This is an optimization exercise on Yosys and OpenROAD, whose aim is small area, a short achievable clock period and few clock cycles, not a production implementation.
The RTL was checked by simulation tests, not by an equivalence proof against the original design.

## ntt_top
module ntt_top (
    input  logic        clk,
    input  logic        rst,
    input  logic        i_start,
    input  logic        i_mode,
    output logic        o_done,
    output logic        o_bram_a_we,
    output logic [7:0]  o_bram_a_addr,
    output logic [15:0] o_bram_a_wdata,
    output logic        o_bram_b_we,
    output logic [7:0]  o_bram_b_addr,
    output logic [15:0] o_bram_b_wdata,
    input  logic [15:0] i_bram_dout_a,
    input  logic [15:0] i_bram_dout_b
);
    localparam int D        = 6;
    localparam int LAG_L2   = D + 5;        
    localparam int LAG_WR2  = 2 * D + 5;    
    localparam int LAG_WR1  = D + 3;        
    localparam int T_LAST   = 1022 + LAG_WR2;
    logic        busy;
    logic        mode_q;
    logic [10:0] c;        
    logic        done_q;
    function automatic logic [23:0] grp_addr(input logic inv, input logic [1:0] p,
                                             input logic [6:0] g);
        logic [7:0] base, fb, sb;
        base = '0; fb = '0; sb = '0;
        if (!inv) begin
            case (p)
                2'd0: begin base = {1'b0, g};               fb = 8'h80; sb = 8'h80; end
                2'd1: begin base = {g[5], 2'b00, g[4:0]};   fb = 8'h40; sb = 8'h20; end
                2'd2: begin base = {g[5:3], 2'b00, g[2:0]}; fb = 8'h10; sb = 8'h08; end
                default: begin base = {g[5:1], 2'b00, g[0]}; fb = 8'h04; sb = 8'h02; end
            endcase
        end else begin
            case (p)
                2'd0: begin base = {g[6:1], 1'b0, g[0]};    fb = 8'h02; sb = 8'h02; end
                2'd1: begin base = {g[5:2], 2'b00, g[1:0]}; fb = 8'h04; sb = 8'h08; end
                2'd2: begin base = {g[5:4], 2'b00, g[3:0]}; fb = 8'h10; sb = 8'h20; end
                default: begin base = {2'b00, g[5:0]};      fb = 8'h40; sb = 8'h80; end
            endcase
        end
        grp_addr = {base, fb, sb};
    endfunction
    logic        start;
  ...
Size in the first run: about 2400 cells after synthesis, ~87 I/O pins.
clock: 13.5 ns
lec_check: 0
cap_margin: 20
core_margin: 2
core_utilization: 45
place_density: 0.55
slew_margin: 20
standard.sh (not shown) runs the stock make flow with config.mk's settings and CLKGATE_MAP_FILE= SYNTH_SCRIPT=/design/flow/synth_recipe.tcl, a recipe that flattens the netlist after the stock synthesis.
==> flow/flow/run.sh <==
#!/bin/bash
# The standard layout, with the port buffers made of sky130_fd_sc_hd__buf_2
# cells instead of the resizer's default choice. Every port is still buffered.
set -euo pipefail
export BUFFER_PORTS_ARGS="-buffer_cell sky130_fd_sc_hd__buf_2"
bash standard.sh > standard.log 2>&1
Testbench counts at the start, summed over its fixed seeds: cycles 66,632.
Next try:
--- a/flow/design.v
+++ b/flow/design.v
@@ -842,18 +842,24 @@
     assign a_86 = sh2[14] & ch2[14];
     assign a_87 = sh2[15] ^ ch2[15] ^ 1'b1;
     assign a_88 = (sh2[15] & ch2[15]) | (sh2[15] & 1'b1) | (ch2[15] & 1'b1);
     assign a_89 = sh2[16] ^ ch2[16];
     assign a_90 = sh2[16] & ch2[16];
     assign a_r0 = {a_89, a_87, a_85, a_83, a_81, a_79, a_77, a_75, a_73, a_71, a_69, a_67, a_65, a_63, a_61, a_59, a_33};
     assign a_r1 = {a_88, a_86, a_84, a_82, a_80, a_78, a_76, a_74, a_72, a_70, a_68, a_66, a_64, a_62, a_60, a_58, a_57};
+    logic [8:0]  t1_lo, t1_h0, t1_h1;
+    logic [9:0]  t1_h1w;
+    assign t1_lo  = {1'b0, a_r0[7:0]} + {1'b0, a_r1[7:0]};
+    assign t1_h0  = a_r0[16:8] + a_r1[16:8];
+    assign t1_h1w = {a_r0[16:8], 1'b1} + {a_r1[16:8], 1'b1};
+    assign t1_h1  = t1_h1w[9:1];
     logic [16:0] t13;
     logic [12:0] w3;
     always_ff @(posedge clk) begin
-        t13 <= a_r0 + a_r1;
+        t13 <= {t1_lo[8] ? t1_h1 : t1_h0, t1_lo[7:0]};
         w3  <= w2;
     end
     logic [11:0] b_r0, b_r1;
     logic b_1;
     logic b_2;
     logic b_3;
     logic b_4;
@@ -1087,23 +1093,25 @@
         addr_b_q <= n_addr_b;
     end
     logic [11:0] bf_r0, bf_r1;
     logic [11:0] h1_0, h1_1, h2;
     logic [11:0] op_u, op_v;
     logic [6:0]  zi_q;
     logic [11:0] zrom;
-    logic [10:0] cs, cl2, zc, cs1;
-    logic        sgl_op, l2b_op;
-    assign cs     = c - 11'd3;
-    assign cl2    = c - 11'(LAG_L2);
-    assign sgl_op = (cs[10:8] == 3'd0);
-    assign l2b_op = !sgl_op && cl2[1];
-    assign zc     = rd_n ? (c - 11'd2) : (sgl_op ? cs : cl2);
+    logic [10:0] cs1;
+    logic        sgl_q, l2b_q, l1_q;
     assign cs1    = c - 11'd2;      
-    logic sgl_q, l2b_q, l1_q;
+    logic [8:0]  zc9_n, zc9_q;
+    logic [8:0]  zc9_m1, zc9_m5;
+    assign zc9_m1 = c[9:1] - 9'd1;
+    assign zc9_m5 = c[9:1] - 9'((LAG_L2 - 1) / 2);
+    assign zc9_n  = c[0] ? c[9:1] : ((cs1[10:8] == 3'd0) ? zc9_m1 : zc9_m5);
+    always_ff @(posedge clk) begin
+        zc9_q <= zc9_n;
+    end
     logic cap_q, hp_q, hq_q;
     logic [10:0] uh;
     assign uh = c - 11'd8;
     always_ff @(posedge clk) begin
         begin
             l1_q  <= c[0];
             sgl_q <= busy && (cs1[10:8] == 3'd0);
@@ -1137,29 +1145,29 @@
             h2 <= bf_r1;
         end
     end
     logic [6:0]  zi_n;
     logic [5:0]  gg;
     logic        qb;
     always_comb begin
-        gg = zc[7:2];
-        qb = zc[1];
-        if (rd_n || sgl_op) begin
-            case ({mode_q, zc[9:8]})
+        gg = zc9_q[6:1];
+        qb = zc9_q[0];
+        if (l1_q || sgl_q) begin
+            case ({mode_q, zc9_q[8:7]})
                 3'b000: zi_n = 7'd1;
                 3'b001: zi_n = {5'b00001, gg[5]};
                 3'b010: zi_n = {3'b001, gg[5:3]};
                 3'b011: zi_n = {1'b1, gg[5:1]};
                 3'b100: zi_n = {1'b1, ~gg[5:0]};
                 3'b101: zi_n = {2'b01, ~gg[5:2], ~qb};
                 3'b110: zi_n = {4'b0001, ~gg[5:4], ~qb};
                 default: zi_n = {5'b00001, ~qb};
             endcase
         end else begin
-            case ({mode_q, zc[9:8]})
+            case ({mode_q, zc9_q[8:7]})
                 3'b001: zi_n = {4'b0001, gg[5], qb};
                 3'b010: zi_n = {2'b01, gg[5:3], qb};
                 3'b011: zi_n = {gg[5:1], qb} | 7'h40;
                 3'b101: zi_n = {3'b001, ~gg[5:2]};
                 3'b110: zi_n = {5'b00001, ~gg[5:4]};
                 default: zi_n = 7'd1;
             endcase
- design area came out higher by 2.0%
- global-route usage came out lower by 0.17 points
- register-to-register slack gains 0.56 ns
- final cell count came out higher by 1.4%
- area after synthesis came out higher by 2.1%
- core utilization came out lower by 0.17 points
- wire length came out higher by 0.85%
- via count came out higher by 0.66%
Testbench counts after the change, summed over its fixed seeds: cycles 66,632.

---

Another version of the RTL of ntt_top (not shown whole).
Size in the first run: about 2400 cells after synthesis, about 310 flip-flops, ~87 I/O pins.
==> flow/config.mk <==
export PLATFORM = sky130hd
export DESIGN_NAME = ntt_top
export DESIGN_NICKNAME = ntt_top
export VERILOG_FILES = /design/flow/design.v
export SDC_FILE = /design/flow/constraint.sdc
export NUM_CORES = 4
export LEC_CHECK = 0
export CAP_MARGIN = 20
export CORE_MARGIN = 2
export CORE_UTILIZATION = 45
export PLACE_DENSITY = 0.55
export SLEW_MARGIN = 20
==> flow/constraint.sdc <==
create_clock -name core_clock -period 13.5 [get_ports {clk}]
set_input_delay 2.7000 -clock core_clock [delete_from_list [all_inputs] [get_ports {clk}]]
set_output_delay 2.7000 -clock core_clock [all_outputs]
set_load 0.01 [all_outputs]
Scripts as last shown in full above: flow/flow/run.sh
Testbench counts at the start, summed over its fixed seeds: cycles 66,632.
Then changed:
--- a/flow/design.v
+++ b/flow/design.v
@@ -1030,43 +1030,43 @@
     end
     always_ff @(posedge clk) begin
         if (start) begin
             mode_q <= i_mode;
             c      <= 11'd1;
         end else if (busy) begin
             c      <= c + 11'd1;
         end
     end
     assign o_done = done_q;
-    logic [8:0]  c9p1, c9m4, c9m8, acn;
+    logic [10:0] cn, uw1, uw2, acn;
     logic        wr1_n, wr2_n, rdn_n, rd_n;
-    assign rdn_n = c[0];
+    assign cn    = c + 11'd1;
+    assign uw1   = cn - 11'(LAG_WR1);
+    assign uw2   = cn - 11'(LAG_WR2);
+    assign rdn_n = !cn[0];
     assign rd_n  = !c[0];
-    assign wr1_n = !c[0] && (c >= 11'(LAG_WR1 - 1)) && (c < 11'(LAG_WR1 - 1 + 256));
-    assign wr2_n = !c[0] && (c >= 11'(LAG_WR2 - 1 + 256)) && (c < 11'(LAG_WR2 - 1 + 1024));
-    assign c9p1  = c[9:1] + 9'd1;
-    assign c9m4  = c[9:1] - 9'((LAG_WR1 - 1) / 2);
-    assign c9m8  = c[9:1] - 9'((LAG_WR2 - 1) / 2);
-    assign acn   = rdn_n ? c9p1 : (wr1_n ? c9m4 : c9m8);
+    assign wr1_n = cn[0] && (uw1[10:8] == 3'd0);
+    assign wr2_n = cn[0] && (uw2[10:8] != 3'd0) && !uw2[10];
+    assign acn   = rdn_n ? cn : (uw1[10:8] == 3'd0 ? uw1 : uw2);
     logic       pre_rd, pre_sw, pre_we;
     logic [8:0] pre_ac;
     always_ff @(posedge clk or posedge rst) begin
         if (rst) begin
             pre_we <= 1'b0;
         end else begin
             pre_we <= busy && (wr1_n || wr2_n);
         end
     end
     always_ff @(posedge clk) begin
         pre_rd <= rdn_n;
         pre_sw <= wr1_n;
-        pre_ac <= acn;
+        pre_ac <= acn[9:1];
     end
     logic [23:0] ga;
     logic [7:0]  base, fb, sb, hb, n_addr_a, n_addr_b;
     logic        sel;
     always_comb begin
         ga   = grp_addr(mode_q, pre_ac[8:7], (pre_ac[8:7] == 2'd0) ? pre_ac[6:0] : {1'b0, pre_ac[6:1]});
         base = ga[23:16];
         fb   = ga[15:8];
         sb   = ga[7:0];
         sel  = (pre_ac[8:7] != 2'd0) && pre_ac[0];
@@ -1090,31 +1090,29 @@
     end
     always_ff @(posedge clk) begin
         addr_a_q <= n_addr_a;
         addr_b_q <= n_addr_b;
     end
     logic [11:0] bf_r0, bf_r1;
     logic [11:0] h1_0, h1_1, h2;
     logic [11:0] op_u, op_v;
     logic [6:0]  zi_q;
     logic [11:0] zrom;
-    logic [10:0] cs1;
-    logic        sgl_q, l2b_q, l1_q;
-    logic [8:0]  zc9;
-    logic        sgl_op, l2_op;
-    logic [8:0]  zc9a, zc9b;
-    assign sgl_op = sgl_q;                                
-    assign l2_op  = c[0] && !sgl_q;
-    assign zc9a   = c[9:1] - 9'd1;
-    assign zc9b   = c[9:1] - 9'((LAG_L2 - 1) / 2);
-    assign zc9    = l2_op ? zc9b : zc9a;
-    assign cs1    = c - 11'd2;                             
+    logic [10:0] cs, cl2, zc, cs1;
+    logic        sgl_op, l2b_op;
+    assign cs     = c - 11'd3;
+    assign cl2    = c - 11'(LAG_L2);
+    assign sgl_op = (cs[10:8] == 3'd0);
+    assign l2b_op = !sgl_op && cl2[1];
+    assign zc     = rd_n ? (c - 11'd2) : (sgl_op ? cs : cl2);
+    assign cs1    = c - 11'd2;      
+    logic sgl_q, l2b_q, l1_q;
     logic cap_q, hp_q, hq_q;
     logic [10:0] uh;
     assign uh = c - 11'd8;
     always_ff @(posedge clk) begin
         begin
             l1_q  <= c[0];
             sgl_q <= busy && (cs1[10:8] == 3'd0);
             l2b_q <= busy && (cs1[10:8] != 3'd0) && cs1[1];
             cap_q <= busy && c[0] && (c < 11'd256);
             hp_q  <= busy && !c[0] && (uh[9:8] != 2'd0) && !uh[10] && !uh[1];
@@ -1142,35 +1140,35 @@
         if (cap_q) begin
             h2 <= i_bram_dout_b[11:0];
         end else if (hq_q) begin
             h2 <= bf_r1;
         end
     end
     logic [6:0]  zi_n;
     logic [5:0]  gg;
     logic        qb;
     always_comb begin
-        gg = zc9[6:1];
-        qb = zc9[0];
+        gg = zc[7:2];
+        qb = zc[1];
         if (rd_n || sgl_op) begin
-            case ({mode_q, zc9[8:7]})
+            case ({mode_q, zc[9:8]})
                 3'b000: zi_n = 7'd1;
                 3'b001: zi_n = {5'b00001, gg[5]};
                 3'b010: zi_n = {3'b001, gg[5:3]};
                 3'b011: zi_n = {1'b1, gg[5:1]};
                 3'b100: zi_n = {1'b1, ~gg[5:0]};
                 3'b101: zi_n = {2'b01, ~gg[5:2], ~qb};
                 3'b110: zi_n = {4'b0001, ~gg[5:4], ~qb};
                 default: zi_n = {5'b00001, ~qb};
             endcase
         end else begin
-            case ({mode_q, zc9[8:7]})
+            case ({mode_q, zc[9:8]})
                 3'b001: zi_n = {4'b0001, gg[5], qb};
                 3'b010: zi_n = {2'b01, gg[5:3], qb};
                 3'b011: zi_n = {gg[5:1], qb} | 7'h40;
                 3'b101: zi_n = {3'b001, ~gg[5:2]};
                 3'b110: zi_n = {5'b00001, ~gg[5:4]};
                 default: zi_n = 7'd1;
             endcase
         end
     end
     always_ff @(posedge clk) begin
What happened: The new run went through all stages and came out clean. Global-route usage stays flat. Register-to-register slack gains 550 ps. Area after synthesis came out lower by 0.78%. Utilization came out higher by 0.62 points. Routed wire length came out lower by 1.4%.
Testbench counts after the change, summed over its fixed seeds: cycles 66,632.

re-timing with driven ports:
How much do the figures lean on ideal ports? The routed layouts below were timed once more, with nothing changed but the port constraints. Step 1 (the two cells are an assumption about what drives the block):
set clk [get_ports {clk}]
set_driving_cell -lib_cell sky130_fd_sc_hd__clkbuf_16 $clk
set_driving_cell -lib_cell sky130_fd_sc_hd__buf_2 [delete_from_list [all_inputs] $clk]
Step 2 adds t to the input delays and takes it off the output delays; t is the mean of the earliest and latest rising clock arrival at the registers after step 1. Input paths then give back, and output paths get back, about the clock's delay inside the block. Slacks: no drivers / after step 1 / after step 2; pairs: no drivers / after step 1.
| run | t, ns | setup slack, ns | cell pins on the clock port's net |
|---|---|---|---|
| the first run of note 1 | 0.588 | 8.717 / 8.717 / 8.717 | 1 |
| the second run of note 1 | 0.605 | 9.278 / 9.278 / 9.278 | 1 |
| the first run of note 2 | 0.600 | 8.846 / 8.846 / 8.846 | 1 |
| the second run of note 2 | 0.591 | 9.395 / 9.395 / 9.395 | 1 |
After both steps setup and hold are still met in every run listed.
